This design comes from an exercise in tuning for small area, a short achievable clock period and few clock cycles on the open sky130 flow, not from production work.
The RTL was checked by simulation tests, not by an equivalence proof against the original design.

==> try-xenon <==
==> flow/design.v <==
package spq_pkg;
  localparam int QUEUE_DEPTH_DEF = 64;
  localparam int KIND_BITS_DEF   = 8;
  localparam int ID_W     = 16;
  localparam int KIND_W   = 8;
  localparam int PRIO_W   = 32;
  localparam int STATUS_W = 2;
  localparam logic OP_INSERT = 1'b0;
  localparam logic OP_REMOVE = 1'b1;
  localparam logic [STATUS_W-1:0] ST_OK     = 2'd0;
  localparam logic [STATUS_W-1:0] ST_BAD_ID = 2'd1;
  localparam logic [STATUS_W-1:0] ST_FULL   = 2'd2;
  localparam logic [STATUS_W-1:0] ST_EMPTY  = 2'd3;
endpackage
module spq_core #(
  parameter int QUEUE_DEPTH = spq_pkg::QUEUE_DEPTH_DEF,
  parameter int KIND_BITS   = spq_pkg::KIND_BITS_DEF,
  localparam int CNT_W      = $clog2(QUEUE_DEPTH + 1)
) (
  input  logic                     clk_i,
  input  logic                     rst_ni,
  input  logic                     req_valid_i,
  output logic                     req_ready_o,
  input  logic                     req_op_i,
  input  logic [spq_pkg::ID_W-1:0]          req_id_i,
  input  logic [spq_pkg::KIND_W-1:0]        req_kind_i,
  input  logic signed [spq_pkg::PRIO_W-1:0] req_prio_i,
  output logic                     res_valid_o,
  input  logic                     res_ready_i,
  output logic [spq_pkg::STATUS_W-1:0]      res_status_o,
  output logic [CNT_W-1:0]         res_count_o,
  output logic [spq_pkg::ID_W-1:0]          res_id_o,
  output logic [spq_pkg::KIND_W-1:0]        res_kind_o,
  output logic signed [spq_pkg::PRIO_W-1:0] res_prio_o
);
  localparam int N   = QUEUE_DEPTH;
  localparam int IW  = spq_pkg::ID_W;
  localparam int PW  = spq_pkg::PRIO_W;
  logic [N-1:0][IW-1:0]        id_q;
  logic [N-1:0][KIND_BITS-1:0] kind_q;
  logic [N-1:0][PW-1:0]        prio_q;
  logic [N-1:0]                v_q;
  logic [CNT_W-1:0]            count_q;
  logic                  a_v_q;
  logic                  a_op_q;
  logic [IW-1:0]         a_id_q;
  logic [KIND_BITS-1:0]  a_kind_q;
  logic signed [PW-1:0]  a_prio_q;
  logic                  b_v_q;
  logic [IW-1:0]         b_id_q;
  logic [KIND_BITS-1:0]  b_kind_q;
  logic signed [PW-1:0]  b_prio_q;
  logic [N-1:0]          b_mv_q;      
  logic                  b_insok_q;
  logic                  b_remok_q;
  logic [spq_pkg::STATUS_W-1:0] b_st_q;
  logic b_exec, ins_x, rem_x, a_take;
  logic [N-1:0] c_b, shl, plc;
  assign b_exec = b_v_q & res_ready_i;
  assign ins_x  = b_exec & b_insok_q;
  assign rem_x  = b_exec & b_remok_q;
  assign a_take = !b_v_q | res_ready_i;
  assign req_ready_o = !a_v_q | a_take;
  always_comb begin
    for (int i = 0; i < N; i++) begin
      c_b[i] = !v_q[i] | b_mv_q[i];
      if (i == 0) begin
        shl[i] = 1'b0;
        plc[i] = ins_x & c_b[i];
      end else begin
        shl[i] = ins_x & b_mv_q[i-1];
        plc[i] = ins_x & c_b[i] & !c_b[i-1];
      end
    end
  end
  always_ff @(posedge clk_i) begin
    for (int i = 0; i < N; i++) begin
      if (rem_x) begin
        if (i < N-1) begin
          id_q[i]   <= id_q[i+1];
          kind_q[i] <= kind_q[i+1];
          prio_q[i] <= prio_q[i+1];
        end
      end else if (shl[i]) begin
        id_q[i]   <= id_q[i-1];
        kind_q[i] <= kind_q[i-1];
        prio_q[i] <= prio_q[i-1];
      end else if (plc[i]) begin
        id_q[i]   <= b_id_q;
        kind_q[i] <= b_kind_q;
        prio_q[i] <= b_prio_q;
      end
    end
  end
  logic [CNT_W-1:0] count_x;
  assign count_x = count_q + CNT_W'(ins_x) - CNT_W'(rem_x);
  always_ff @(posedge clk_i or negedge rst_ni) begin
    if (!rst_ni) begin
      v_q     <= '0;
      count_q <= '0;
    end else begin
      count_q <= count_x;
      if (rem_x)      v_q <= {1'b0, v_q[N-1:1]};
      else if (ins_x) v_q <= {v_q[N-2:0], 1'b1};
    end
  end
  logic [N-1:0] mv_a, eq_a, mv_n;
  logic         gt_new, dup_n, bad_n, full_n, empty_n;
  logic [PW-1:0] a_key;
  assign a_key = {~a_prio_q[PW-1], a_prio_q[PW-2:0]};
  always_comb begin
    for (int i = 0; i < N; i++) begin
      mv_a[i] = v_q[i] & ({~prio_q[i][PW-1], prio_q[i][PW-2:0]} > a_key);
      eq_a[i] = v_q[i] & (id_q[i] == a_id_q);
    end
  end
  assign gt_new = b_prio_q > a_prio_q;
  always_comb begin
    for (int i = 0; i < N; i++) begin
      if (rem_x)       mv_n[i] = (i < N-1) ? mv_a[(i+1) % N] : 1'b0;
      else if (shl[i]) mv_n[i] = mv_a[(i+N-1) % N];
      else if (plc[i]) mv_n[i] = gt_new;
      else             mv_n[i] = mv_a[i];
    end
  end
  assign dup_n   = (|eq_a[N-1:1]) | (eq_a[0] & !rem_x) | (ins_x & (a_id_q == b_id_q));
  assign bad_n   = (a_id_q == '0) | dup_n;
  assign full_n  = (count_x == CNT_W'(N));
  assign empty_n = (count_x == '0);
  always_ff @(posedge clk_i or negedge rst_ni) begin
    if (!rst_ni) begin
      a_v_q <= 1'b0;
      b_v_q <= 1'b0;
    end else begin
      a_v_q <= (req_valid_i & req_ready_o) | (a_v_q & !a_take);
      if (a_take) b_v_q <= a_v_q;
    end
  end
  always_ff @(posedge clk_i) begin
    if (req_ready_o) begin
      a_op_q   <= req_op_i;
      a_id_q   <= req_id_i;
      a_kind_q <= KIND_BITS'(req_kind_i);
      a_prio_q <= req_prio_i;
    end
    if (a_take) begin
      b_id_q    <= a_id_q;
      b_kind_q  <= a_kind_q;
      b_prio_q  <= a_prio_q;
      b_mv_q    <= mv_n;
      b_insok_q <= (a_op_q == spq_pkg::OP_INSERT) & !bad_n & !full_n;
      b_remok_q <= (a_op_q == spq_pkg::OP_REMOVE) & !empty_n;
      if (a_op_q == spq_pkg::OP_INSERT)
        b_st_q <= bad_n ? spq_pkg::ST_BAD_ID : (full_n ? spq_pkg::ST_FULL : spq_pkg::ST_OK);
      else
        b_st_q <= empty_n ? spq_pkg::ST_EMPTY : spq_pkg::ST_OK;
    end
  end
  assign res_valid_o  = b_exec;
  assign res_status_o = b_st_q;
  assign res_count_o  = count_q + CNT_W'(b_insok_q) - CNT_W'(b_remok_q);
  assign res_id_o     = b_remok_q ? id_q[0] : '0;
  assign res_kind_o   = b_remok_q ? spq_pkg::KIND_W'(kind_q[0]) : '0;
  assign res_prio_o   = b_remok_q ? prio_q[0] : '0;
endmodule
module stable_priority_queue_top #(
  parameter int QUEUE_DEPTH = spq_pkg::QUEUE_DEPTH_DEF,
  parameter int KIND_BITS   = spq_pkg::KIND_BITS_DEF,
  localparam int CNT_W      = $clog2(QUEUE_DEPTH + 1),
  localparam int OUT_RAW_W  = CNT_W + spq_pkg::ID_W + spq_pkg::KIND_W + spq_pkg::PRIO_W,
  localparam int OUT_W      = ((OUT_RAW_W + 7) / 8) * 8
) (
  input  logic                clk_i,
  input  logic                rst_ni,
  input  logic                s_axis_tvalid_i,
  output logic                s_axis_tready_o,
  input  logic [55:0]         s_axis_tdata_i,    
  input  logic                s_axis_tuser_i,    
  output logic                m_axis_tvalid_o,
  input  logic                m_axis_tready_i,
  output logic [OUT_W-1:0]    m_axis_tdata_o,    
  output logic [spq_pkg::STATUS_W-1:0] m_axis_tuser_o     
);
  logic                     res_valid, res_ready;
  logic [spq_pkg::STATUS_W-1:0]      res_status;
  logic [CNT_W-1:0]         res_count;
  logic [spq_pkg::ID_W-1:0]          res_id;
  logic [spq_pkg::KIND_W-1:0]        res_kind;
  logic signed [spq_pkg::PRIO_W-1:0] res_prio;
  localparam int RW = OUT_RAW_W + spq_pkg::STATUS_W;
  logic          o_v_q, s_v_q;
  logic [RW-1:0] o_q, s_q, w;
  spq_core #(
    .QUEUE_DEPTH(QUEUE_DEPTH),
    .KIND_BITS  (KIND_BITS)
  ) u_core (
    .clk_i       (clk_i),
    .rst_ni      (rst_ni),
    .req_valid_i (s_axis_tvalid_i),
    .req_ready_o (s_axis_tready_o),
    .req_op_i    (s_axis_tuser_i),
    .req_id_i    (s_axis_tdata_i[15:0]),
    .req_kind_i  (s_axis_tdata_i[23:16]),
    .req_prio_i  (s_axis_tdata_i[55:24]),
    .res_valid_o (res_valid),
    .res_ready_i (res_ready),
    .res_status_o(res_status),
    .res_count_o (res_count),
    .res_id_o    (res_id),
    .res_kind_o  (res_kind),
    .res_prio_o  (res_prio)
  );
  assign w         = {res_status, res_prio, res_kind, res_id, res_count};
  assign res_ready = !(o_v_q & s_v_q);
  logic o_free;
  assign o_free = !o_v_q | m_axis_tready_i;
  always_ff @(posedge clk_i or negedge rst_ni) begin
    if (!rst_ni) begin
      o_v_q <= 1'b0;
      s_v_q <= 1'b0;
    end else if (o_free) begin
      o_v_q <= s_v_q | res_valid;
      s_v_q <= s_v_q & res_valid;
    end else begin
      s_v_q <= s_v_q | res_valid;
    end
  end
  always_ff @(posedge clk_i) begin
    if (o_free) o_q <= s_v_q ? s_q : w;
    if (o_free ? (s_v_q & res_valid) : res_valid) s_q <= w;
  end
  assign m_axis_tvalid_o = o_v_q;
  assign m_axis_tdata_o  = OUT_W'(o_q[OUT_RAW_W-1:0]);
  assign m_axis_tuser_o  = o_q[RW-1 -: spq_pkg::STATUS_W];
endmodule
==> flow/run.sh <==
#!/bin/bash
# synth_recipe.tcl (not shown) runs the flow's synth.tcl, then flattens the netlist and writes it again
# the make line also repeats each setting of config.mk as NAME=value (left out here)
make -C /OpenROAD-flow-scripts/flow DESIGN_CONFIG=/design/flow/config.mk WORK_HOME=/design/flow/orfs CLKGATE_MAP_FILE= SYNTH_SCRIPT=/design/flow/synth_recipe.tcl finish
==> flow/config.mk <==
export PLATFORM = sky130hd
export DESIGN_NAME = stable_priority_queue_top
export DESIGN_NICKNAME = stable_priority_queue_top
export VERILOG_FILES = /design/flow/design.v
export SDC_FILE = /design/flow/constraint.sdc
export NUM_CORES = 4
export LEC_CHECK = 0
export CAP_MARGIN = 20
export CORE_MARGIN = 2
export CORE_UTILIZATION = 40
export SLEW_MARGIN = 20
==> flow/constraint.sdc <==
create_clock -name core_clock -period 7.0 [get_ports {clk_i}]
set_input_delay 1.4000 -clock core_clock [delete_from_list [all_inputs] [get_ports {clk_i}]]
set_output_delay 1.4000 -clock core_clock [all_outputs]
set_load 0.01 [all_outputs]
==> try-quartz (differences from try-xenon) <==
==> flow/design.v, changed modules only <==
module spq_core #(
  parameter int QUEUE_DEPTH = spq_pkg::QUEUE_DEPTH_DEF,
  parameter int KIND_BITS   = spq_pkg::KIND_BITS_DEF,
  localparam int CNT_W      = $clog2(QUEUE_DEPTH + 1)
) (
  input  logic                     clk_i,
  input  logic                     rst_ni,
  input  logic                     req_valid_i,
  output logic                     req_ready_o,
  input  logic                     req_op_i,
  input  logic [spq_pkg::ID_W-1:0]          req_id_i,
  input  logic [spq_pkg::KIND_W-1:0]        req_kind_i,
  input  logic signed [spq_pkg::PRIO_W-1:0] req_prio_i,
  output logic                     res_valid_o,
  input  logic                     res_ready_i,
  input  logic                     res_ready_next_i,
  output logic [spq_pkg::STATUS_W-1:0]      res_status_o,
  output logic [CNT_W-1:0]         res_count_o,
  output logic [spq_pkg::ID_W-1:0]          res_id_o,
  output logic [spq_pkg::KIND_W-1:0]        res_kind_o,
  output logic signed [spq_pkg::PRIO_W-1:0] res_prio_o
);
  localparam int N   = QUEUE_DEPTH;
  localparam int IW  = spq_pkg::ID_W;
  localparam int PW  = spq_pkg::PRIO_W;
  logic [N-1:0][IW-1:0]        id_q;
  logic [N-1:0][KIND_BITS-1:0] kind_q;
  logic [N-1:0][PW-1:0]        prio_q;
  logic [N-1:0]                v_q;
  logic [CNT_W-1:0]            count_q;
  logic                  a_v_q;
  logic                  a_op_q;
  logic [IW-1:0]         a_id_q;
  logic [KIND_BITS-1:0]  a_kind_q;
  logic signed [PW-1:0]  a_prio_q;
  logic                  b_v_q;
  logic [IW-1:0]         b_id_q;
  logic [KIND_BITS-1:0]  b_kind_q;
  logic signed [PW-1:0]  b_prio_q;
  logic [N-1:0]          b_mv_q;      
  localparam int G = 8;
  logic [G-1:0]          b_dupg_q;    
  logic                  b_dup0_q;    
  logic                  b_ins_q;
  logic                  b_id0_q;
  logic                  b_full_q;
  logic                  b_empty_q;
  logic                  b_insok;
  logic                  b_remok;
  logic                  b_bad;
  logic [spq_pkg::STATUS_W-1:0] b_st;
  assign b_bad     = b_id0_q | b_dup0_q | (|b_dupg_q);
  assign b_insok = b_ins_q & !b_bad & !b_full_q;
  assign b_remok = !b_ins_q & !b_empty_q;
  always_comb begin
    if (b_ins_q)
      b_st = b_bad ? spq_pkg::ST_BAD_ID : (b_full_q ? spq_pkg::ST_FULL : spq_pkg::ST_OK);
    else
      b_st = b_empty_q ? spq_pkg::ST_EMPTY : spq_pkg::ST_OK;
  end
  logic b_exec, ins_x, rem_x, a_take;
  logic [N-1:0] c_b, shl, plc;
  assign b_exec = b_v_q & res_ready_i;
  assign ins_x  = b_exec & b_insok;
  assign rem_x  = b_exec & b_remok;
  assign a_take = !b_v_q | res_ready_i;
  logic a_v_n, b_v_n, rdy_q;
  assign a_v_n = (req_valid_i & req_ready_o) | (a_v_q & !a_take);
  assign b_v_n = a_take ? a_v_q : b_v_q;
  assign req_ready_o = rdy_q;
  always_comb begin
    for (int i = 0; i < N; i++) begin
      c_b[i] = !v_q[i] | b_mv_q[i];
      if (i == 0) begin
        shl[i] = 1'b0;
        plc[i] = ins_x & c_b[i];
      end else begin
        shl[i] = ins_x & b_mv_q[i-1];
        plc[i] = ins_x & c_b[i] & !c_b[i-1];
      end
    end
  end
  localparam int EW = IW + KIND_BITS + PW;
  logic [N-1:0][EW-1:0] ent_q;
  logic [EW-1:0]        new_ent;
  logic [N-1:0]         hold;
  assign new_ent = {b_prio_q, b_kind_q, b_id_q};
  always_comb begin
    for (int i = 0; i < N; i++) begin
      id_q[i]   = ent_q[i][IW-1:0];
      kind_q[i] = ent_q[i][IW +: KIND_BITS];
      prio_q[i] = ent_q[i][EW-1 -: PW];
      hold[i]   = !((rem_x & (i < N-1)) | shl[i] | plc[i]);
    end
  end
  always_ff @(posedge clk_i) begin
    for (int i = 0; i < N; i++) begin
      ent_q[i] <= ({EW{hold[i]}} & ent_q[i]) |
                  ({EW{rem_x & (i < N-1)}} & ent_q[(i+1) % N]) |
                  ({EW{shl[i]}} & ent_q[(i+N-1) % N]) |
                  ({EW{plc[i]}} & new_ent);
    end
  end
  logic [CNT_W-1:0] count_x;
  assign count_x = count_q + CNT_W'(ins_x) - CNT_W'(rem_x);
  always_ff @(posedge clk_i or negedge rst_ni) begin
    if (!rst_ni) begin
      v_q     <= '0;
      count_q <= '0;
    end else begin
      count_q <= count_x;
      if (rem_x)      v_q <= {1'b0, v_q[N-1:1]};
      else if (ins_x) v_q <= {v_q[N-2:0], 1'b1};
    end
  end
  logic [N-1:0] mv_a, eq_a, mv_n;
  logic         gt_new, full_n, empty_n;
  function automatic logic key_gt(input logic [PW-1:0] x, input logic [PW-1:0] yb);
    logic [PW-1:0] g, p;
    g = x & yb;
    p = x | yb;
    for (int w = 1; w < PW; w = w * 2) begin
      for (int j = 0; j < PW; j += 2 * w) begin
        g[j+2*w-1] = g[j+2*w-1] | (p[j+2*w-1] & g[j+w-1]);
        p[j+2*w-1] = p[j+2*w-1] & p[j+w-1];
      end
    end
    key_gt = g[PW-1];
  endfunction
  logic [PW-1:0] a_keyb;
  assign a_keyb = ~{~a_prio_q[PW-1], a_prio_q[PW-2:0]};
  always_comb begin
    for (int i = 0; i < N; i++) begin
      mv_a[i] = v_q[i] & key_gt({~prio_q[i][PW-1], prio_q[i][PW-2:0]}, a_keyb);
      eq_a[i] = v_q[i] & (id_q[i] == a_id_q);
    end
  end
  assign gt_new = b_prio_q > a_prio_q;
  always_comb begin
    for (int i = 0; i < N; i++) begin
      if (rem_x)       mv_n[i] = (i < N-1) ? mv_a[(i+1) % N] : 1'b0;
      else if (shl[i]) mv_n[i] = mv_a[(i+N-1) % N];
      else if (plc[i]) mv_n[i] = gt_new;
      else             mv_n[i] = mv_a[i];
    end
  end
  logic [G-1:0] dupg_n;
  logic         dup0_n;
  always_comb begin
    for (int g = 0; g < G; g++) begin
      dupg_n[g] = 1'b0;
      for (int i = g * (N / G); i < (g + 1) * (N / G); i++)
        if (i != 0) dupg_n[g] = dupg_n[g] | eq_a[i];
    end
  end
  assign dup0_n  = (eq_a[0] & !rem_x) | (ins_x & (a_id_q == b_id_q));
  assign full_n  = (count_x == CNT_W'(N));
  assign empty_n = (count_x == '0);
  always_ff @(posedge clk_i or negedge rst_ni) begin
    if (!rst_ni) begin
      a_v_q  <= 1'b0;
      b_v_q  <= 1'b0;
      rdy_q  <= 1'b1;
    end else begin
      a_v_q  <= a_v_n;
      b_v_q  <= b_v_n;
      rdy_q  <= !a_v_n | !b_v_n | res_ready_next_i;
    end
  end
  always_ff @(posedge clk_i) begin
    if (req_ready_o) begin
      a_op_q   <= req_op_i;
      a_id_q   <= req_id_i;
      a_kind_q <= KIND_BITS'(req_kind_i);
      a_prio_q <= req_prio_i;
    end
    if (a_take) begin
      b_id_q    <= a_id_q;
      b_kind_q  <= a_kind_q;
      b_prio_q  <= a_prio_q;
      b_mv_q    <= mv_n;
      b_dupg_q  <= dupg_n;
      b_dup0_q  <= dup0_n;
      b_ins_q   <= (a_op_q == spq_pkg::OP_INSERT);
      b_id0_q   <= (a_id_q == '0);
      b_full_q  <= full_n;
      b_empty_q <= empty_n;
    end
  end
  assign res_valid_o  = b_exec;
  assign res_status_o = b_st;
  assign res_count_o  = count_q + CNT_W'(b_insok) - CNT_W'(b_remok);
  assign res_id_o     = b_remok ? id_q[0] : '0;
  assign res_kind_o   = b_remok ? spq_pkg::KIND_W'(kind_q[0]) : '0;
  assign res_prio_o   = b_remok ? prio_q[0] : '0;
endmodule
module stable_priority_queue_top #(
  parameter int QUEUE_DEPTH = spq_pkg::QUEUE_DEPTH_DEF,
  parameter int KIND_BITS   = spq_pkg::KIND_BITS_DEF,
  localparam int CNT_W      = $clog2(QUEUE_DEPTH + 1),
  localparam int OUT_RAW_W  = CNT_W + spq_pkg::ID_W + spq_pkg::KIND_W + spq_pkg::PRIO_W,
  localparam int OUT_W      = ((OUT_RAW_W + 7) / 8) * 8
) (
  input  logic                clk_i,
  input  logic                rst_ni,
  input  logic                s_axis_tvalid_i,
  output logic                s_axis_tready_o,
  input  logic [55:0]         s_axis_tdata_i,    
  input  logic                s_axis_tuser_i,    
  output logic                m_axis_tvalid_o,
  input  logic                m_axis_tready_i,
  output logic [OUT_W-1:0]    m_axis_tdata_o,    
  output logic [spq_pkg::STATUS_W-1:0] m_axis_tuser_o     
);
  logic                     res_valid, res_ready;
  logic [spq_pkg::STATUS_W-1:0]      res_status;
  logic [CNT_W-1:0]         res_count;
  logic [spq_pkg::ID_W-1:0]          res_id;
  logic [spq_pkg::KIND_W-1:0]        res_kind;
  logic signed [spq_pkg::PRIO_W-1:0] res_prio;
  localparam int RW = OUT_RAW_W + spq_pkg::STATUS_W;
  logic          o_v_q, s_v_q;
  logic [RW-1:0] o_q, s_q, w;
  spq_core #(
    .QUEUE_DEPTH(QUEUE_DEPTH),
    .KIND_BITS  (KIND_BITS)
  ) u_core (
    .clk_i       (clk_i),
    .rst_ni      (rst_ni),
    .req_valid_i (s_axis_tvalid_i),
    .req_ready_o (s_axis_tready_o),
    .req_op_i    (s_axis_tuser_i),
    .req_id_i    (s_axis_tdata_i[15:0]),
    .req_kind_i  (s_axis_tdata_i[23:16]),
    .req_prio_i  (s_axis_tdata_i[55:24]),
    .res_valid_o (res_valid),
    .res_ready_i (res_ready),
    .res_ready_next_i(res_ready_n),
    .res_status_o(res_status),
    .res_count_o (res_count),
    .res_id_o    (res_id),
    .res_kind_o  (res_kind),
    .res_prio_o  (res_prio)
  );
  assign w         = {res_status, res_prio, res_kind, res_id, res_count};
  logic full_q;
  assign res_ready = !full_q;
  logic o_free, o_v_n, s_v_n, res_ready_n;
  assign o_free      = !o_v_q | m_axis_tready_i;
  assign o_v_n       = o_free ? (s_v_q | res_valid) : o_v_q;
  assign s_v_n       = o_free ? (s_v_q & res_valid) : (s_v_q | res_valid);
  assign res_ready_n = !(o_v_n & s_v_n);
  always_ff @(posedge clk_i or negedge rst_ni) begin
    if (!rst_ni) begin
      o_v_q  <= 1'b0;
      s_v_q  <= 1'b0;
      full_q <= 1'b0;
    end else begin
      o_v_q  <= o_v_n;
      s_v_q  <= s_v_n;
      full_q <= o_v_n & s_v_n;
    end
  end
  always_ff @(posedge clk_i) begin
    o_q <= ({RW{o_free & s_v_q}} & s_q) | ({RW{o_free & !s_v_q}} & w) | ({RW{!o_free}} & o_q);
    if (o_free ? (s_v_q & res_valid) : res_valid) s_q <= w;
  end
  assign m_axis_tvalid_o = o_v_q;
  assign m_axis_tdata_o  = OUT_W'(o_q[OUT_RAW_W-1:0]);
  assign m_axis_tuser_o  = o_q[RW-1 -: spq_pkg::STATUS_W];
endmodule
--- a/flow/config.mk
+++ b/flow/config.mk
@@ -7,5 +7,9 @@
 export LEC_CHECK = 0
 export CAP_MARGIN = 20
 export CORE_MARGIN = 2
-export CORE_UTILIZATION = 40
+export CORE_UTILIZATION = 30
+export CTS_CLUSTER_DIAMETER = 100
+export CTS_CLUSTER_SIZE = 24
+export PLACE_DENSITY = 0.4
+export SETUP_SLACK_MARGIN = 3.5
 export SLEW_MARGIN = 20
==> Flow_metrics.wiki <==
{| class="wikitable"
! Metric !! Value
|-
| HPWL after DPL || 674,000 um
|-
| Vertical extent of the die || 804 um
|-
| Count of distinct cell types in the synthesized netlist || 79
|-
| Outcome || no timing/DRC/antenna violations
|-
| Detailed-routed wire length on met2 || 413,000 um
|}
That was try-xenon.
==> Flow_metrics.wiki <==
{| class="wikitable"
! Metric !! Value
|-
| Vertical extent of the die || 837 um
|-
| Outcome || no timing/DRC/antenna violations
|-
| Count of distinct cell types in the synthesized netlist || 106
|-
| Detailed-routed wire length on met2 || 535,000 um
|}
That was try-quartz.
Testbench counts of try-xenon, summed over its fixed seeds: cycles 4,024.
Testbench counts of try-quartz, summed over its fixed seeds: cycles 4,024.

==> what the ideal ports hide <==
Ports are ideal in the flow. The routed layouts listed here were re-timed in OpenROAD. Step 1: set_driving_cell puts a clkbuf_16 on clk_i and a buf_2 on each other input, an assumption about the parent block. Step 2, shift: input delay + t, output delay - t, t = (earliest + latest rising clock arrival at the registers) / 2. This alone moves slack from input paths to output paths. Three values: no drivers, after step 1, after step 2; two values: the first two.
| run | shift t [ns] | setup WS [ns] | hold WS [ns] | worst register clock-pin slew, ns | worst data-port slew with drivers (ns) |
|---|---|---|---|---|---|
| try-xenon | 1.175 | 1.977 / 1.977 / 1.977 | 0.185 / 0.081 / 0.421 | 0.07 / 0.07 | 0.28 |
| try-quartz | 1.202 | 3.294 / 3.273 / 2.778 | 0.258 / 0.154 / 0.422 | 0.12 / 0.12 | 0.09 |
After both steps setup and hold are still met in every run listed. For try-quartz, which loses most, drivers alone change the setup slack by -0.021 ns; drivers and shift together by -0.516 ns.
